Source: an optimization exercise on an open RTL-to-GDS flow (aim: a short achievable clock period and few clock cycles). Production flows keep margins and buffers that such runs may drop.
Where RTL was checked, it was by simulation tests only, not by an equivalence proof against the original.
The RTL of runs 2 and 3 was laid out without a check of its function.
Power figures rest on the tool's default switching activity, not on a simulated workload.

## design/flow/config.mk

```make
export PLATFORM = sky130hd
export DESIGN_NAME = core
export DESIGN_NICKNAME = core
export VERILOG_FILES = /design/flow/design.v
export SDC_FILE = /design/flow/constraint.sdc
export NUM_CORES = 4
export LEC_CHECK = 0
export ABC_CLOCK_PERIOD_IN_PS = 2500
export CAP_MARGIN = 20
export CORE_MARGIN = 2
export CORE_UTILIZATION = 40
export SETUP_SLACK_MARGIN = 3.0
export SLEW_MARGIN = 20
export TNS_END_PERCENT = 100
```

## design/flow/design.v

```verilog
package core_pkg;
    localparam int XLEN      = 32;
    localparam int REG_COUNT = 32;
    typedef logic [XLEN-1:0] xlen_t;                      
    typedef logic [XLEN-1:0] addr_t;                      
    typedef logic [31:0]     instr_t;
    typedef logic [$clog2(REG_COUNT)-1:0] reg_idx_t;
    typedef enum logic [1:0] {
        FWD_RF  = 2'd0,
        FWD_EXE = 2'd1,
        FWD_MEM = 2'd2,
        FWD_WB  = 2'd3
    } fwd_sel_e;
    localparam xlen_t    ZERO_WORD = '0;
    localparam reg_idx_t ZERO_REG  = '0;                  
endpackage
package isa_pkg;
    typedef logic [6:0] funct7_t;
    localparam logic [6:0] OPC_OP     = 7'b0110011;
    localparam logic [6:0] OPC_OP_IMM = 7'b0010011;
    localparam logic [6:0] OPC_LOAD   = 7'b0000011;
    localparam logic [6:0] OPC_STORE  = 7'b0100011;
    localparam logic [6:0] OPC_BRANCH = 7'b1100011;
    localparam logic [6:0] OPC_SYSTEM = 7'b1110011;
    localparam logic [2:0] F3_ADD_SUB = 3'b000;
    localparam logic [2:0] F3_XOR     = 3'b100;
    localparam logic [2:0] F3_OR      = 3'b110;
    localparam logic [2:0] F3_AND     = 3'b111;
    localparam logic [2:0] F3_BEQ     = 3'b000;
    localparam logic [2:0] F3_BNE     = 3'b001;
    localparam logic [2:0] F3_LW_SW   = 3'b010;               
    localparam funct7_t F7_BASE = 7'b0000000;
    localparam funct7_t F7_SUB  = 7'b0100000;
    typedef enum logic [2:0] {
        ALU_ADD = 3'd0,
        ALU_SUB = 3'd1,
        ALU_AND = 3'd2,
        ALU_OR  = 3'd3,
        ALU_XOR = 3'd4
    } alu_op_e;
    typedef enum logic [1:0] {
        CAUSE_FETCH   = 2'd0,
        CAUSE_DECODE  = 2'd1,
        CAUSE_EXECUTE = 2'd2,
        CAUSE_MEMORY  = 2'd3
    } cause_e;
endpackage
`timescale 1ns/1ps
module core #(
    parameter logic [31:0] BOOT_ADDRESS = 32'h0000_0000
) (
    input  logic        i_clk,
    input  logic        i_rst,
    output logic [31:0] o_imem_addr,
    input  logic [31:0] i_imem_data,
    output logic        o_dmem_en,
    output logic        o_dmem_wr,
    output logic [31:0] o_dmem_addr,
    output logic [31:0] o_dmem_wdata,
    input  logic [31:0] i_dmem_rdata,
    input  logic        i_dmem_done,
    output logic        o_ecall,
    output logic [31:0] o_epc,
    output logic [1:0]  o_cause
);
    logic [31:0] pc;
    logic        fd_valid, fd_pred;
    logic [31:0] fd_instr, fd_pc;
    logic        de_valid, de_rdw, de_load, de_store, de_br, de_bne, de_pred, de_ecall, de_ill;
    logic        de_sub, de_and, de_or, de_xor, de_sfwd;
    logic [4:0]  de_rd;
    logic [31:0] de_a, de_b, de_s, de_pc, de_alt;
    logic        em_valid, em_rdw, em_load, em_req;
    logic [4:0]  em_rd;
    logic [31:0] em_res, em_wdata;
    logic [31:0] regs [1:31];
    logic        m_stall;
    logic [31:0] m_data;
    assign m_stall = em_req && !i_dmem_done;
    assign m_data  = em_load ? i_dmem_rdata : em_res;
    assign o_dmem_en    = em_req;
    assign o_dmem_wr    = !em_load;
    assign o_dmem_addr  = em_res;
    assign o_dmem_wdata = em_wdata;
    always_ff @(posedge i_clk)
    begin
        if (em_valid && em_rdw && !m_stall)
            regs[em_rd] <= m_data;
    end
    logic [31:0] e_sum, e_res;
    logic        e_mis_al, e_taken, redirect, e_free;
    assign e_sum = de_a + de_b;
    always_comb
    begin
        if (de_sub)      e_res = de_a - de_b;
        else if (de_and) e_res = de_a & de_b;
        else if (de_or)  e_res = de_a | de_b;
        else if (de_xor) e_res = de_a ^ de_b;
        else             e_res = e_sum;
    end
    assign e_mis_al = e_sum[1:0] != 2'b00;
    assign e_taken  = (de_a == de_s) != de_bne;
    assign redirect = de_valid && de_br && (e_taken != de_pred);
    assign e_free   = !m_stall;
    always_ff @(posedge i_clk or posedge i_rst)
    begin
        if (i_rst)
        begin
            em_valid <= 1'b0;
            em_req   <= 1'b0;
            o_ecall  <= 1'b0;
            o_epc    <= BOOT_ADDRESS;
            o_cause  <= 2'd0;
        end
        else if (e_free)
        begin
            em_valid <= de_valid;
            em_req   <= de_valid && (de_load || de_store) && !e_mis_al;
            o_ecall  <= de_valid && de_ecall;
            if (de_valid && (de_ill || ((de_load || de_store) && e_mis_al)))
            begin
                o_epc   <= de_pc;
                o_cause <= de_ill ? 2'd1 : 2'd3;
            end
        end
        else
            o_ecall <= 1'b0;
    end
    always_ff @(posedge i_clk)
    begin
        if (e_free)
        begin
            em_rdw   <= de_rdw && !(de_load && e_mis_al);
            em_load  <= de_load;
            em_rd    <= de_rd;
            em_res   <= e_res;
            em_wdata <= (de_sfwd && em_rdw) ? m_data : de_s;
        end
    end
    logic [6:0]  opc;
    logic [2:0]  f3;
    logic [6:0]  f7;
    logic [4:0]  rs1, rs2, rd;
    logic        is_op, is_addi, is_lw, is_sw, is_br, is_ec, legal, use1, use2, use2s;
    logic [31:0] imm, rf1, rf2, v1, v2, d_alt;
    logic        e_hit1, e_hit2, m_hit1, m_hit2, load_use, d_go, fd_free;
    assign opc = fd_instr[6:0];
    assign f3  = fd_instr[14:12];
    assign f7  = fd_instr[31:25];
    assign rs1 = fd_instr[19:15];
    assign rs2 = fd_instr[24:20];
    assign rd  = fd_instr[11:7];
    assign is_op   = opc == 7'b0110011 &&
                     ((f7 == 7'h00 && (f3 == 3'd0 || f3 == 3'd4 || f3 == 3'd6 || f3 == 3'd7)) ||
                      (f7 == 7'h20 && f3 == 3'd0));
    assign is_addi = opc == 7'b0010011 && f3 == 3'd0;
    assign is_lw   = opc == 7'b0000011 && f3 == 3'd2;
    assign is_sw   = opc == 7'b0100011 && f3 == 3'd2;
    assign is_br   = opc == 7'b1100011 && f3[2:1] == 2'b00;
    assign is_ec   = fd_instr == 32'h0000_0073;
    assign legal   = is_op || is_addi || is_lw || is_sw || is_br || is_ec;
    assign use1  = is_op || is_addi || is_lw || is_sw || is_br;
    assign use2s = is_op || is_br;               
    assign use2  = use2s || is_sw;
    assign imm = is_sw ? {{20{f7[6]}}, f7, rd} : {{20{f7[6]}}, fd_instr[31:20]};
    assign rf1 = (rs1 == 5'd0) ? 32'd0 : regs[rs1];
    assign rf2 = (rs2 == 5'd0) ? 32'd0 : regs[rs2];
    assign e_hit1 = de_valid && de_rdw && de_rd == rs1;
    assign e_hit2 = de_valid && de_rdw && de_rd == rs2;
    assign m_hit1 = em_valid && em_rdw && em_rd == rs1;
    assign m_hit2 = em_valid && em_rdw && em_rd == rs2;
    assign v1 = e_hit1 ? e_res : m_hit1 ? m_data : rf1;
    assign v2 = e_hit2 ? e_res : m_hit2 ? m_data : rf2;
    assign load_use = fd_valid && de_load && ((use1 && e_hit1) || (use2s && e_hit2));
    assign d_alt = fd_pred ? fd_pc + 32'd4
                           : fd_pc + {{20{f7[6]}}, rd[0], f7[5:0], rd[4:1], 1'b0};
    assign d_go    = e_free && !load_use;
    assign fd_free = !fd_valid || d_go;
    always_ff @(posedge i_clk or posedge i_rst)
    begin
        if (i_rst)
        begin
            de_valid <= 1'b0;
            de_br    <= 1'b0;
        end
        else if (e_free)
        begin
            de_valid <= fd_valid && !load_use && !redirect;
            de_br    <= is_br;
        end
        else if (redirect)
            de_br    <= 1'b0;                        
    end
    always_ff @(posedge i_clk)
    begin
        if (e_free)
        begin
            de_rdw   <= (is_op || is_addi || is_lw) && rd != 5'd0;
            de_load  <= is_lw;
            de_store <= is_sw;
            de_bne   <= f3[0];
            de_pred  <= fd_pred;
            de_ecall <= is_ec;
            de_ill   <= !legal;
            de_sub   <= is_op && f7[5];
            de_and   <= is_op && f3 == 3'd7;
            de_or    <= is_op && f3 == 3'd6;
            de_xor   <= is_op && f3 == 3'd4;
            de_sfwd  <= is_sw && de_valid && de_load && de_rdw && de_rd == rs2;
            de_rd    <= rd;
            de_a     <= v1;
            de_b     <= is_op ? v2 : imm;
            de_s     <= (e_hit2 && !de_load) ? e_res : m_hit2 ? m_data : rf2;
            de_pc    <= fd_pc;
            de_alt   <= d_alt;
        end
    end
    localparam int LPN = 4;
    logic [LPN-1:0] lp_v, lp_tv;
    logic [11:0]    lp_tag  [LPN];
    logic [5:0]     lp_cnt  [LPN];
    logic [5:0]     lp_trip [LPN];
    logic [1:0]     lp_rr;
    logic           lp_exit, lp_upd, lp_ehit;
    logic [LPN-1:0] lp_fhit, lp_ehv;
    always_comb
    begin
        lp_exit = 1'b0;
        lp_ehit = 1'b0;
        for (int i = 0; i < LPN; i++)
        begin
            lp_fhit[i] = lp_v[i] && lp_tag[i] == pc[13:2];
            lp_ehv[i]  = lp_v[i] && lp_tag[i] == de_pc[13:2];
            lp_exit    = lp_exit || (lp_fhit[i] && lp_tv[i] && lp_cnt[i] == lp_trip[i]);
            lp_ehit    = lp_ehit || lp_ehv[i];
        end
    end
    assign lp_upd = e_free && de_valid && de_br && de_b[31];
    always_ff @(posedge i_clk or posedge i_rst)
    begin
        if (i_rst)
        begin
            lp_v  <= '0;
            lp_tv <= '0;
            lp_rr <= '0;
        end
        else if (lp_upd)
        begin
            if (lp_ehit)
            begin
                for (int i = 0; i < LPN; i++)
                    if (lp_ehv[i] && !e_taken)
                        lp_tv[i] <= lp_cnt[i] != 6'h3f;
            end
            else if (e_taken)
            begin
                lp_v[lp_rr]  <= 1'b1;
                lp_tv[lp_rr] <= 1'b0;
                lp_rr        <= lp_rr + 2'd1;
            end
        end
    end
    always_ff @(posedge i_clk)
    begin
        if (lp_upd)
        begin
            if (lp_ehit)
            begin
                for (int i = 0; i < LPN; i++)
                    if (lp_ehv[i])
                    begin
                        if (e_taken)
                            lp_cnt[i] <= lp_cnt[i] + ((lp_cnt[i] != 6'h3f) ? 6'd1 : 6'd0);
                        else
                        begin
                            lp_trip[i] <= lp_cnt[i];
                            lp_cnt[i]  <= 6'd0;
                        end
                    end
            end
            else if (e_taken)
            begin
                lp_tag[lp_rr] <= de_pc[13:2];
                lp_cnt[lp_rr] <= 6'd1;
            end
        end
    end
    logic [31:0] f_word, f_next;
    logic        f_br, f_pred, f_same;
    assign o_imem_addr = pc;
    assign f_word = i_imem_data;
    assign f_br   = f_word[6:0] == 7'b1100011 && f_word[14:13] == 2'b00;
    assign f_same = f_word[19:15] == f_word[24:20];
    assign f_pred = f_br && (f_same ? !f_word[12]
                                    : ((f_word[12] || f_word[31]) && !(f_word[31] && lp_exit)));
    assign f_next = f_pred ? pc + {{20{f_word[31]}}, f_word[7], f_word[30:25], f_word[11:8], 1'b0}
                           : pc + 32'd4;
    always_ff @(posedge i_clk or posedge i_rst)
    begin
        if (i_rst)
        begin
            pc       <= BOOT_ADDRESS;
            fd_valid <= 1'b0;
        end
        else if (redirect)
        begin
            pc       <= de_alt;
            fd_valid <= 1'b0;
        end
        else if (fd_free)
        begin
            pc       <= f_next;
            fd_valid <= 1'b1;
        end
    end
    always_ff @(posedge i_clk)
    begin
        if (fd_free)
        begin
            fd_instr <= f_word;
            fd_pc    <= pc;
            fd_pred  <= f_pred;
        end
    end
endmodule
```

## design/flow/run.sh

```bash
#!/bin/bash
# synth_recipe.tcl (not shown) runs the flow's synth.tcl, then flattens the netlist and writes it again
# the make line also repeats each setting of config.mk as NAME=value (left out here)
make -C /OpenROAD-flow-scripts/flow DESIGN_CONFIG=/design/flow/config.mk WORK_HOME=/design/flow/orfs CLKGATE_MAP_FILE= SYNTH_SCRIPT=/design/flow/synth_recipe.tcl finish
```

## design/flow/constraint.sdc

```tcl
create_clock -name core_clock -period 5.5 [get_ports {i_clk}]
set_input_delay 1.1000 -clock core_clock [delete_from_list [all_inputs] [get_ports {i_clk}]]
set_output_delay 1.1000 -clock core_clock [all_outputs]
set_load 0.01 [all_outputs]
```

==> results of run 1 <==
[synth_stat cells, drive strengths merged, types with 66 or more instances]
cell,count
nand3,81
ha,169
mux2,66
inv,202
xnor2,164
a21oi,309
nor2,439
edfxtp,1376
dfrtp,82
nand2,239
clkbuf,216
o21ai,160
buf,113
xor2,140
mux4,546
mux2i,183
a211oi,113
[metal layers]
metal  track usage, %  wire length (microns)
met5                0                     10
met3             4.34                  23900
met2             43.7                 130000
met1             35.4                 102000
met4             13.9                  17000
[cells by family after synthesis]
logic type / Yosys count / share of synthesized area, %
mux: 795 / 19.4
fa+ha+maj: 173 / 2.87
simple gates: 1044 / 6.23
compound gates: 928 / 7.66
buf+inv: 534 / 2.72
flops: 1492 / 57.6
xor+xnor: 304 / 3.48
[registers in the layout (all words and copies together), names as in the netlist, 24 cells and up, named ones only]
signal    flops
de_a         32
de_alt       32
de_b         32
de_pc        31
de_s         32
em_res       32
em_wdata     32
fd_instr     32
fd_pc        32
lp_cnt       24
lp_tag       48
lp_trip      24
o_epc        32
pc           32
regs        992
[final timing paths]
path,startpoint,to,slack (ns),cells after the start
hold / removal,fd_pc[0]$_DFFE_PP_,de_alt[0]$_DFFE_PN_,0.44,0
max in group asynchronous,i_rst,pc[2]$_DFFE_PP0P_,3.65,3
min in group asynchronous,i_rst,o_epc[21]$_DFFE_PP0P_,0.75,2
setup reg to reg,de_a[1]$_DFFE_PN_,de_b[31]$_DFFE_PN_,1.83,12
setup / recovery,de_a[1]$_DFFE_PN_,de_b[31]$_DFFE_PN_,1.83,12
hold reg to reg,fd_pc[0]$_DFFE_PP_,de_alt[0]$_DFFE_PN_,0.44,0
[report_power, final]
group | internal [mW] | switching [mW] | total, mW
Sequential | 14.1 | 0.783 | 14.9
Combinational | 3.97 | 5.75 | 9.72
Clock | 6.23 | 4.79 | 11.0
Total | 24.3 | 11.3 | 35.6
[cell usage in the layout (no fill, tap or decap), types with 41 or more instances in the layout]
cell type / synthesis / layout
edfxtp_1: 1376 / 1376
mux4_2: 546 / 546
buf_4: 3 / 422
nor2_1: 439 / 366
a21oi_1: 308 / 211
nand2_1: 239 / 185
clkbuf_16: 0 / 172
buf_6: 0 / 166
mux2i_1: 183 / 147
inv_1: 202 / 144
xnor2_1: 164 / 142
xor2_1: 140 / 133
ha_1: 169 / 115
buf_12: 0 / 101
a211oi_1: 111 / 83
buf_2: 50 / 83
o21ai_0: 157 / 75
nand3_1: 81 / 72
a21oi_2: 1 / 67
clkdlybuf4s50_1: 0 / 60
nand4_1: 57 / 57
buf_16: 0 / 55
o21ai_1: 2 / 50
dfrtp_1: 82 / 50
nor2_4: 0 / 48
a21o_1: 49 / 48
clkinvlp_4: 0 / 41
o22ai_1: 63 / 41
ha_4: 0 / 41
[final cells by class]
class / count / area (sq um)
timing repair inverter: 23 / 215
clock inverter: 98 / 1140
tap: 2511 / 3140
inverter: 205 / 916
sequential: 1492 / 44100
clock buffer: 195 / 4210
fill: 15300 / 90700
timing repair buffer: 936 / 10500
multi-input combinational: 3248 / 35000
antenna: 4 / 10.0
[what timing repair did]
action	in CTS	in global routing
endpoints found under the setup margin	2206	859
buffers inserted	338	202
gates cloned	52	24
pin swaps	193	278
resized for setup	1349	564
[critical path: stages, from the launching register on]
cell and delay, ns:
edfxtp_1 0.40, inv_2 0.08, ha_4 0.29, nor2_2 0.05, o311a_1 0.37, nand2b_4 0.19
a2111o_1 0.43, a211o_4 0.39, a31o_4 0.27, a311oi_4 0.28, xnor2_1 0.19, o21ai_2 0.13
a221o_1 0.33
[stage by stage]
stage	TNS [ns]	setup slack (ns)	std cells	util (%)	hold WS [ns]
after floorplan	-90.12	-1.00	5270	-	0.400
after global placement	0	0.833	7798	43.4	0.403
after detailed placement	0	0.927	7798	43.4	0.420
after CTS	0	1.89	8481	49.9	0.447
after global routing	0	1.75	8709	52.3	0.464
final	0	1.83	8712	52.3	0.438
==> results.cfg, run 1 <==
[outcome]
status = no timing/DRC/antenna violations

[critical_path]
arrival_ns = 4.21
start_kind = flip-flop
path_max_fanout = 4
worstSetupEndpointType = flip-flop
cp_data_required_time_ns = 6.05
critical_path_class = reg -> reg

[cells_and_area]
area_growth_pct = 29.8
fin_nets = 6307
drive_above_1_share_pct = 39.8
final_area_sq_um = 99300

[yosys]
synth_top_area_cell = edfxtp_1
synth_cells = 5270
synth_nets = 5510
synth_area_leaders = edfxtp_1 (54%), mux4_2 (16%), ha_1 (2.8%), dfrtp_1 (2.7%), mux2i_1 (2.4%)
synth_top_area_share_pct = 54.0
syn_area_sq_um = 76500
synth.distinct_cells = 84
ys_warn_count = 2
synth_edf_count = 1376
ys_seq_area_share_pct = 57.6
yosys_register_bits = 1492
ys.flop_type = edfxtp_1
synth.avg_cell_area_sq_um = 14.5
async_flop_share_pct = 5.50

[power_and_ir_drop]
power_leakage_nw = 35.0
irDropWorstVdd_mv = 0.282
p_per_area_nw_per_um2 = 359
power_mw = 35.6

[floorplan]
core_area_sq_um = 190000
dieArea_sq_um = 195000
start_util_pct = 40.3
row_count = 160
io_pins = 200
fp.dieW_microns = 441
die_h_microns = 441

[detailed_routing]
avgRoutedWirePerCell_microns = 31.4
vias = 54200
drc = 0
first_iter_violations = 7484
viasPerCell = 6.22
ant_nets = 0
routed_wl_mm = 274
dr.pass1.iters = 8

[global_route]
grt_pass1_vias = 51800
grt_overflow = 0
grt_use_total_pct = 27.0
grt_pass1_wl_mm = 378
antenna_found_initial = 5
grt_max_degree = 88

[clock_network]
cts_max_level = 4
hold_buffers = 0
cts_tree = built
numCtsBuffers = 161
clock_sinks = 1492
cts_root_buffer = clkbuf_16
cts.clk_slew.worst_paths_ns = 0.06
clock_latency_ns = 0.86
clockBufferDepth = 3

[placed_design]
placed_area_sq_um = 82400
io_buffer_count = 199
dp_hpwl_mm = 162
gp_congestion = 0.958

[timing]
fin_worst_skew_ns = 0.113
drv_slew = 0
period_needed_ns = 3.67
worst_slew_pin_slew_ns = 1.18
slew_headroom_pct = 21.2
setup-violations-final = 0
rsz0062_at_grt = true
fmax_mhz = 273
hold_viol_final = 0
min_period_over_period_pct = 66.7

[flow_run]
cap_violations = 0

[hold_path]
hp-class = reg -> reg
Testbench counts, summed over its fixed seeds: cycles 94,598.
==> inputs of run 2 (changes only) <==
--- a/design/flow/design.v
+++ b/design/flow/design.v
@@ -215,84 +215,13 @@
             de_alt   <= d_alt;
         end
     end
-    localparam int LPN = 4;
-    logic [LPN-1:0] lp_v, lp_tv;
-    logic [11:0]    lp_tag  [LPN];
-    logic [5:0]     lp_cnt  [LPN];
-    logic [5:0]     lp_trip [LPN];
-    logic [1:0]     lp_rr;
-    logic           lp_exit, lp_upd, lp_ehit;
-    logic [LPN-1:0] lp_fhit, lp_ehv;
-    always_comb
-    begin
-        lp_exit = 1'b0;
-        lp_ehit = 1'b0;
-        for (int i = 0; i < LPN; i++)
-        begin
-            lp_fhit[i] = lp_v[i] && lp_tag[i] == pc[13:2];
-            lp_ehv[i]  = lp_v[i] && lp_tag[i] == de_pc[13:2];
-            lp_exit    = lp_exit || (lp_fhit[i] && lp_tv[i] && lp_cnt[i] == lp_trip[i]);
-            lp_ehit    = lp_ehit || lp_ehv[i];
-        end
-    end
-    assign lp_upd = e_free && de_valid && de_br && de_b[31];
-    always_ff @(posedge i_clk or posedge i_rst)
-    begin
-        if (i_rst)
-        begin
-            lp_v  <= '0;
-            lp_tv <= '0;
-            lp_rr <= '0;
-        end
-        else if (lp_upd)
-        begin
-            if (lp_ehit)
-            begin
-                for (int i = 0; i < LPN; i++)
-                    if (lp_ehv[i] && !e_taken)
-                        lp_tv[i] <= lp_cnt[i] != 6'h3f;
-            end
-            else if (e_taken)
-            begin
-                lp_v[lp_rr]  <= 1'b1;
-                lp_tv[lp_rr] <= 1'b0;
-                lp_rr        <= lp_rr + 2'd1;
-            end
-        end
-    end
-    always_ff @(posedge i_clk)
-    begin
-        if (lp_upd)
-        begin
-            if (lp_ehit)
-            begin
-                for (int i = 0; i < LPN; i++)
-                    if (lp_ehv[i])
-                    begin
-                        if (e_taken)
-                            lp_cnt[i] <= lp_cnt[i] + ((lp_cnt[i] != 6'h3f) ? 6'd1 : 6'd0);
-                        else
-                        begin
-                            lp_trip[i] <= lp_cnt[i];
-                            lp_cnt[i]  <= 6'd0;
-                        end
-                    end
-            end
-            else if (e_taken)
-            begin
-                lp_tag[lp_rr] <= de_pc[13:2];
-                lp_cnt[lp_rr] <= 6'd1;
-            end
-        end
-    end
     logic [31:0] f_word, f_next;
     logic        f_br, f_pred, f_same;
     assign o_imem_addr = pc;
     assign f_word = i_imem_data;
     assign f_br   = f_word[6:0] == 7'b1100011 && f_word[14:13] == 2'b00;
     assign f_same = f_word[19:15] == f_word[24:20];
-    assign f_pred = f_br && (f_same ? !f_word[12]
-                                    : ((f_word[12] || f_word[31]) && !(f_word[31] && lp_exit)));
+    assign f_pred = f_br && (f_same ? !f_word[12] : (f_word[12] || f_word[31]));
     assign f_next = f_pred ? pc + {{20{f_word[31]}}, f_word[7], f_word[30:25], f_word[11:8], 1'b0}
                            : pc + 32'd4;
     always_ff @(posedge i_clk or posedge i_rst)
==> results.cfg, run 2 <==
[hold_path]
hold_path_depth = 0
worstHoldStart = fd_pc[0]$_DFFE_PP_
hp-class = reg -> reg
hold-path-endpoint = de_pc[0]$_DFFE_PN_

[floorplan]
row_count = 155
start_util_pct = 40.3
die_h_microns = 428
dieArea_sq_um = 183000
core_area_sq_um = 178000
io_pins = 200
fp.dieW_microns = 428

[power_and_ir_drop]
sw_frac_of_total_pct = 32.1
power_mw = 33.9
seqPwrFrac_pct = 40.9
pwr-share-comb_pct = 29.4
internal_power_mw = 23.0
power_leakage_nw = 33.3
p_sw_mw = 10.9
clkPwrFrac_pct = 29.7
irDropWorstVdd_mv = 0.335
p_per_area_nw_per_um2 = 358

[yosys]
synth_top_area_share_pct = 54.5
syn_area_sq_um = 71900
synth.distinct_cells = 95
synth_area_leaders = edfxtp_1 (54%), mux4_2 (17%), ha_1 (2.7%), dfrtp_1 (2.5%), a21oi_1 (2.3%)
synth_edf_count = 1304
synth_commonest_cells = edfxtp_1 (1304), mux4_2 (550), nor2_1 (374)
async_flop_share_pct = 5.19
synth_most_common_cell = edfxtp_1
synth.avg_cell_area_sq_um = 14.8
yosys_register_bits = 1386
synth_cells = 4869
synth_top_area_cell = edfxtp_1
ys.flop_type = edfxtp_1
ys_seq_area_share_pct = 57.3
ys_warn_count = 1
synth_nets = 5097

[cells_and_area]
fin_nets = 5954
final_common_cell = edfxtp_1
final_cell_mix = edfxtp_1 (1304), mux4_2 (550), buf_4 (435)
largest_register_ffs = 992
regMostFlops = regs
area_growth_pct = 31.9
drive_above_1_share_pct = 43.4

[critical_path]
start_kind = flip-flop
path_max_fanout = 4
r2r_cells = 15
cp_data_required_time_ns = 6.16
r2r-end = de_a[24]$_DFFE_PN_
r2r_slack_ns = 2.05
timing.rr.start = de_a[0]$_DFFE_PN_
arrival_ns = 4.11
worstSetupEndpointType = flip-flop
critical_path_class = reg -> reg

[timing]
drv_slew = 0
setup-violations-final = 0
fin_worst_skew_ns = 0.0367
hold_viol_final = 0
setup_tns_ns = 0
slew_headroom_pct = 28.7
min_period_over_period_pct = 62.7
period_needed_ns = 3.45
worst_slew_pin_slew_ns = 1.07
fmax_mhz = 290
fin_ws_ns = 2.05
rsz0062_at_grt = true

[global_route]
grt_max_degree = 174
grt_use_total_pct = 28.0
grt_pass1_vias = 50000
grt_pass1_wl_mm = 369
antenna_found_initial = 8
grt_overflow = 0

[detailed_routing]
vias = 51700
routed_wl_mm = 265
avgRoutedWirePerCell_microns = 32.3
first_iter_violations = 6714
drc = 0
dr.pass1.iters = 6
viasPerCell = 6.30
ant_nets = 0

[placed_design]
io_buffer_count = 199
gp_congestion = 0.921
dp_hpwl_mm = 152
place_ws_ns = 0.914

[outcome]
status = no timing/DRC/antenna violations

[clock_network]
clock_sinks = 1386
cts_max_level = 4
cts_root_buffer = clkbuf_16
cts_tree = built
clock_latency_ns = 0.84
cts.clk_slew.worst_paths_ns = 0.06
clockBufferDepth = 3
numCtsBuffers = 149

[flow_run]
cap_violations = 0
[run 2: logic make-up after synthesis]
family	synth area share (%)
xor gates and xnor gates	2.07
adders and majority gates	2.84
DFF	57.3
buffers and inverters	2.82
and+or+nand+nor	6.14
AOI/OAI and AO/OA	8.14
muxes	20.7
[run 2: repair_timing]
item | 4_1_cts | 5_1_grt
hold buffers | 0 | 0
buffers inserted | 433 | 165
pin swaps | 261 | 216
hold endpoints to repair | 0 | 0
gates resized for setup | 1565 | 431
setup endpoints to repair | 2114 | 977
cloned | 77 | 8
[run 2: through the flow]
stage               std cells  area, sq um  hold slack, ns  utilization (%)
floorplan                4869        72200           0.400                -
global placement         7246        77400           0.406             43.4
detailed placement       7246        77400           0.406             43.4
CTS                      8029        91300           0.422             51.2
global route             8204        94800           0.449             53.2
finish                   8205        94800           0.425             53.2
[run 2: critical path, stage by stage, from the launching register on]
cell and delay, ns:
edfxtp_1 0.44, inv_2 0.11, ha_4 0.14, inv_2 0.03, fa_2 0.35, nor2b_4 0.14, o211ai_1 0.26, nand3_1 0.20
nand3_1 0.15, nand4b_1 0.12, buf_6 0.16, a31o_4 0.28, a21oi_2 0.17, mux2i_1 0.09, or3_4 0.47, a21oi_2 0.16
[run 2: layout make-up]
class	instances	area (sq um)
antenna	2	5.00
clock buffer	187	3910
clock inverter	86	938
fill	14200	83600
inverter	178	788
multi-input combinational	3000	33400
sequential	1386	41200
tap	2355	2950
timing repair buffer	988	11400
timing repair inverter	23	208
[run 2: worst max-delay path by stage]
stage	start	to	slack (ns)
after floorplan	i_dmem_done	o_cause[0]$_DFFE_PP0P_	-0.15
after global placement	i_imem_data[31]	pc[31]$_DFFE_PP0P_	0.87
after detailed placement	i_imem_data[31]	pc[28]$_DFFE_PP0P_	0.91
after CTS	de_a[0]$_DFFE_PN_	de_a[24]$_DFFE_PN_	2.07
after global routing	de_a[0]$_DFFE_PN_	de_a[18]$_DFFE_PN_	1.97
final	de_a[0]$_DFFE_PN_	de_a[24]$_DFFE_PN_	2.05
[run 2: layer usage]
layer  track usage, %  up-vias  wire (microns)
met4             15.4       10           17300
met5                0        -              64
met1             35.7    26700           96500
met3             5.75      666           25300
met2             44.7     3116          126000
li1                 -    21200               -
[run 2: power groups by stage]
stage	registers [mW]	clock network [mW]	logic [mW]
after floorplan	13.9	0	3.80
after global placement	14.3	0	6.41
after detailed placement	14.3	0	6.46
after CTS	13.8	10.2	8.71
after global routing	13.9	10.6	10.4
final	13.9	10.1	9.99
==> inputs of run 3 (changes only) <==
==> design/flow/config.mk (replaced) <==
export PLATFORM = sky130hd
export DESIGN_NAME = core
export DESIGN_NICKNAME = core
export VERILOG_FILES = /design/flow/design.v
export SDC_FILE = /design/flow/constraint.sdc
export NUM_CORES = 4
export LEC_CHECK = 0
export ABC_CLOCK_PERIOD_IN_PS = 3000
export CAP_MARGIN = 20
export CORE_MARGIN = 2
export CORE_UTILIZATION = 50
export SETUP_SLACK_MARGIN = 2.5
export SLEW_MARGIN = 20
export TNS_END_PERCENT = 100
==> results.cfg, run 3 <==
[global_route]
grt_max_degree = 155
grt_overflow = 0
antenna_found_initial = 10
grt_use_total_pct = 32.6
grt_pass1_vias = 48300
grt_pass1_wl_mm = 344

[cells_and_area]
final_common_cell = edfxtp_1
area_growth_pct = 25.3
drive_above_1_share_pct = 35.8
final_area_sq_um = 90100
largest_register_ffs = 992
fin_nets = 5753
regMostFlops = regs
post-route-util_pct = 62.9
final_cell_mix = edfxtp_1 (1304), mux4_2 (550), buf_4 (397)

[yosys]
synth_nets = 5097
synth_area_leaders = edfxtp_1 (54%), mux4_2 (17%), ha_1 (2.7%), dfrtp_1 (2.5%), a21oi_1 (2.3%)
synth_cells = 4869
synth_edf_count = 1304
synth_most_common_cell = edfxtp_1
ys.flop_type = edfxtp_1
yosys_register_bits = 1386
ys_seq_area_share_pct = 57.3
syn_area_sq_um = 71900
ys_warn_count = 1
async_flop_share_pct = 5.19
synth_top_area_share_pct = 54.5
synth_commonest_cells = edfxtp_1 (1304), mux4_2 (550), nor2_1 (374)
synth_top_area_cell = edfxtp_1
synth.avg_cell_area_sq_um = 14.8
synth.distinct_cells = 95

[hold_path]
worstHoldStart = fd_pc[0]$_DFFE_PP_
hold_path_depth = 0
hp-class = reg -> reg
hold-path-endpoint = de_pc[0]$_DFFE_PN_

[detailed_routing]
vias = 49800
avgRoutedWirePerCell_microns = 32.4
ant_nets = 0
drc = 0
viasPerCell = 6.59
first_iter_violations = 6157
routed_wl_mm = 245
dr.pass1.iters = 6

[floorplan]
row_count = 139
io_pins = 200
core_area_sq_um = 143000
fp.dieW_microns = 383
dieArea_sq_um = 147000
die_h_microns = 383
start_util_pct = 50.2

[clock_network]
cts_tree = built
cts_max_level = 4
numCtsBuffers = 152
hold_buffers = 0
cts_root_buffer = clkbuf_16
cts.clk_slew.worst_paths_ns = 0.06
clock_sinks = 1386
clock_latency_ns = 0.83
clockBufferDepth = 3

[timing]
setup_tns_ns = 0
fmax_mhz = 287
min_period_over_period_pct = 63.4
slew_headroom_pct = 26.5
setup-violations-final = 0
worst_slew_pin_slew_ns = 1.10
period_needed_ns = 3.49
drv_slew = 0
hold_viol_final = 0
rsz0062_at_grt = true
whs_ns = 0.421
fin_worst_skew_ns = 0.0357

[critical_path]
r2r-end = de_a[28]$_DFFE_PN_
timing.rr.start = de_a[0]$_DFFE_PN_
critical_path_class = reg -> reg
worstSetupEndpointType = flip-flop
path_max_fanout = 4
r2r_cells = 16
r2r_slack_ns = 2.01
cp_data_required_time_ns = 6.06
start_kind = flip-flop
arrival_ns = 4.05

[outcome]
status = no timing/DRC/antenna violations

[power_and_ir_drop]
irDropWorstVdd_mv = 0.359
p_per_area_nw_per_um2 = 362
power_leakage_nw = 31.4
power_mw = 32.6

[placed_design]
placed_area_sq_um = 76800
gp_congestion = 0.975
dp_hpwl_mm = 150
io_buffer_count = 199

[flow_run]
cap_violations = 0
## run 3: cell counts after synthesis
Identical to the previous run, type by type.
## run 3: worst max-delay path: stages (launching register included)
cell and delay, ns:
edfxtp_1 0.43, inv_2 0.11, ha_4 0.14, inv_2 0.04
fa_2 0.35, nor2b_4 0.14, o211ai_1 0.27, nand3_1 0.20
nand3_2 0.14, nand4b_1 0.13, buf_6 0.16, a311oi_4 0.35
a21oi_2 0.12, xnor2_1 0.13, o221ai_1 0.17, buf_4 0.24
a21oi_2 0.08
## run 3: repair_timing
item	CTS	global route
cloned	25	16
buffers inserted	286	132
endpoints found under the setup margin	566	394
resized for setup	565	347
pin swaps	155	188
## run 3: power breakdown
part           total (mW)  leakage [nW]  internal, mW  switching [mW]
Sequential           13.8          13.1          13.2           0.602
Combinational        8.75          16.0          3.62            5.12
Clock                10.0          2.33          5.58            4.43
Total                32.6          31.4          22.4            10.2
## run 3: per-stage QoR
| step | worst slack [ns] | instances |
|---|---|---|
| after floorplan | -0.177 | 4869 |
| after global placement | 0.849 | 6813 |
| after detailed placement | 0.871 | 6813 |
| after CTS | 2.06 | 7397 |
| after global routing | 1.92 | 7550 |
| final | 2.01 | 7551 |
## run 3: layout make-up
type,instances,area [sq um]
Multi-Input combinational cell,2997,32000
Sequential cell,1386,41200
Clock inverter,85,841
Antenna cell,4,10.0
Timing Repair Buffer,807,8890
Inverter,178,712
Clock buffer,188,3980
Timing Repair inverter,3,18.8
Tap cell,1903,2380
Fill cell,10400,53100
## run 3: logic make-up (layout without fill, tap and decap cells)
family	after synthesis	count (layout)	share of synthesized area (%)
adders and majority gates	161	161	2.84
and+or+nand+nor	950	952	6.14
DFF	1386	1386	57.3
AOI/OAI and AO/OA	922	923	8.14
muxes	791	791	20.7
xor gates and xnor gates	170	170	2.07
buffers and inverters	489	1261	2.82
other	0	4	0
## run 3: routing by layer
layer,share of wire (%),vias to the layer above,GRT usage (%)
met5,0.012,-,0
met4,4.6,4,13.1
met3,9.3,543,6.29
met2,47,2743,51.6
met1,39,25700,44.8
li1,-,20700,-
## run 3: how the worst max path moves through the flow
stage                           start                endpoint  slack (ns)  cells after the start
finish              de_a[0]$_DFFE_PN_      de_a[28]$_DFFE_PN_        2.01                     16
global route        de_a[0]$_DFFE_PN_      de_a[28]$_DFFE_PN_        1.92                     16
CTS                 de_a[0]$_DFFE_PN_      de_a[28]$_DFFE_PN_        2.06                     16
detailed placement    i_imem_data[31]      pc[28]$_DFFE_PP0P_        0.87                     12
global placement      i_imem_data[31]      pc[28]$_DFFE_PP0P_        0.85                     11
floorplan                 i_dmem_done  o_cause[0]$_DFFE_PP0P_       -0.18                      7

## separate check: timing with driven ports
No port has a modelled driver above. Below, the same layouts with a new extraction and two added sets of constraints. Step 1: set_driving_cell puts a clkbuf_16 on i_clk and a buf_2 on each other input, an assumption about the parent block. Step 2 moves the port delays by t, midway between the first and last clock arrival at a register: inputs arrive t later, outputs are due t later. That takes back most of the time a late clock gives input paths. Three values: ideal ports, drivers, drivers and shift; two values: the first two.
| run | shift t [ns] | setup WS [ns] | clock arrival spread, ns | worst slew at a driven data input, ns | pins driven straight from the clock port |
|---|---|---|---|---|---|
| run 1 | 0.884 | 1.834 / 1.834 / 1.450 | 0.113 / 0.113 | 0.15 | 1 |
| run 2 | 0.909 | 2.052 / 2.052 / 1.697 | 0.037 / 0.037 | 0.13 | 1 |
| run 3 | 0.897 | 2.011 / 2.011 / 1.458 | 0.041 / 0.041 | 0.16 | 1 |
After both steps setup and hold are still met in every run listed. The setup slack of run 3, which loses most, moves by 0.000 ns with the drivers and by -0.553 ns with both steps.
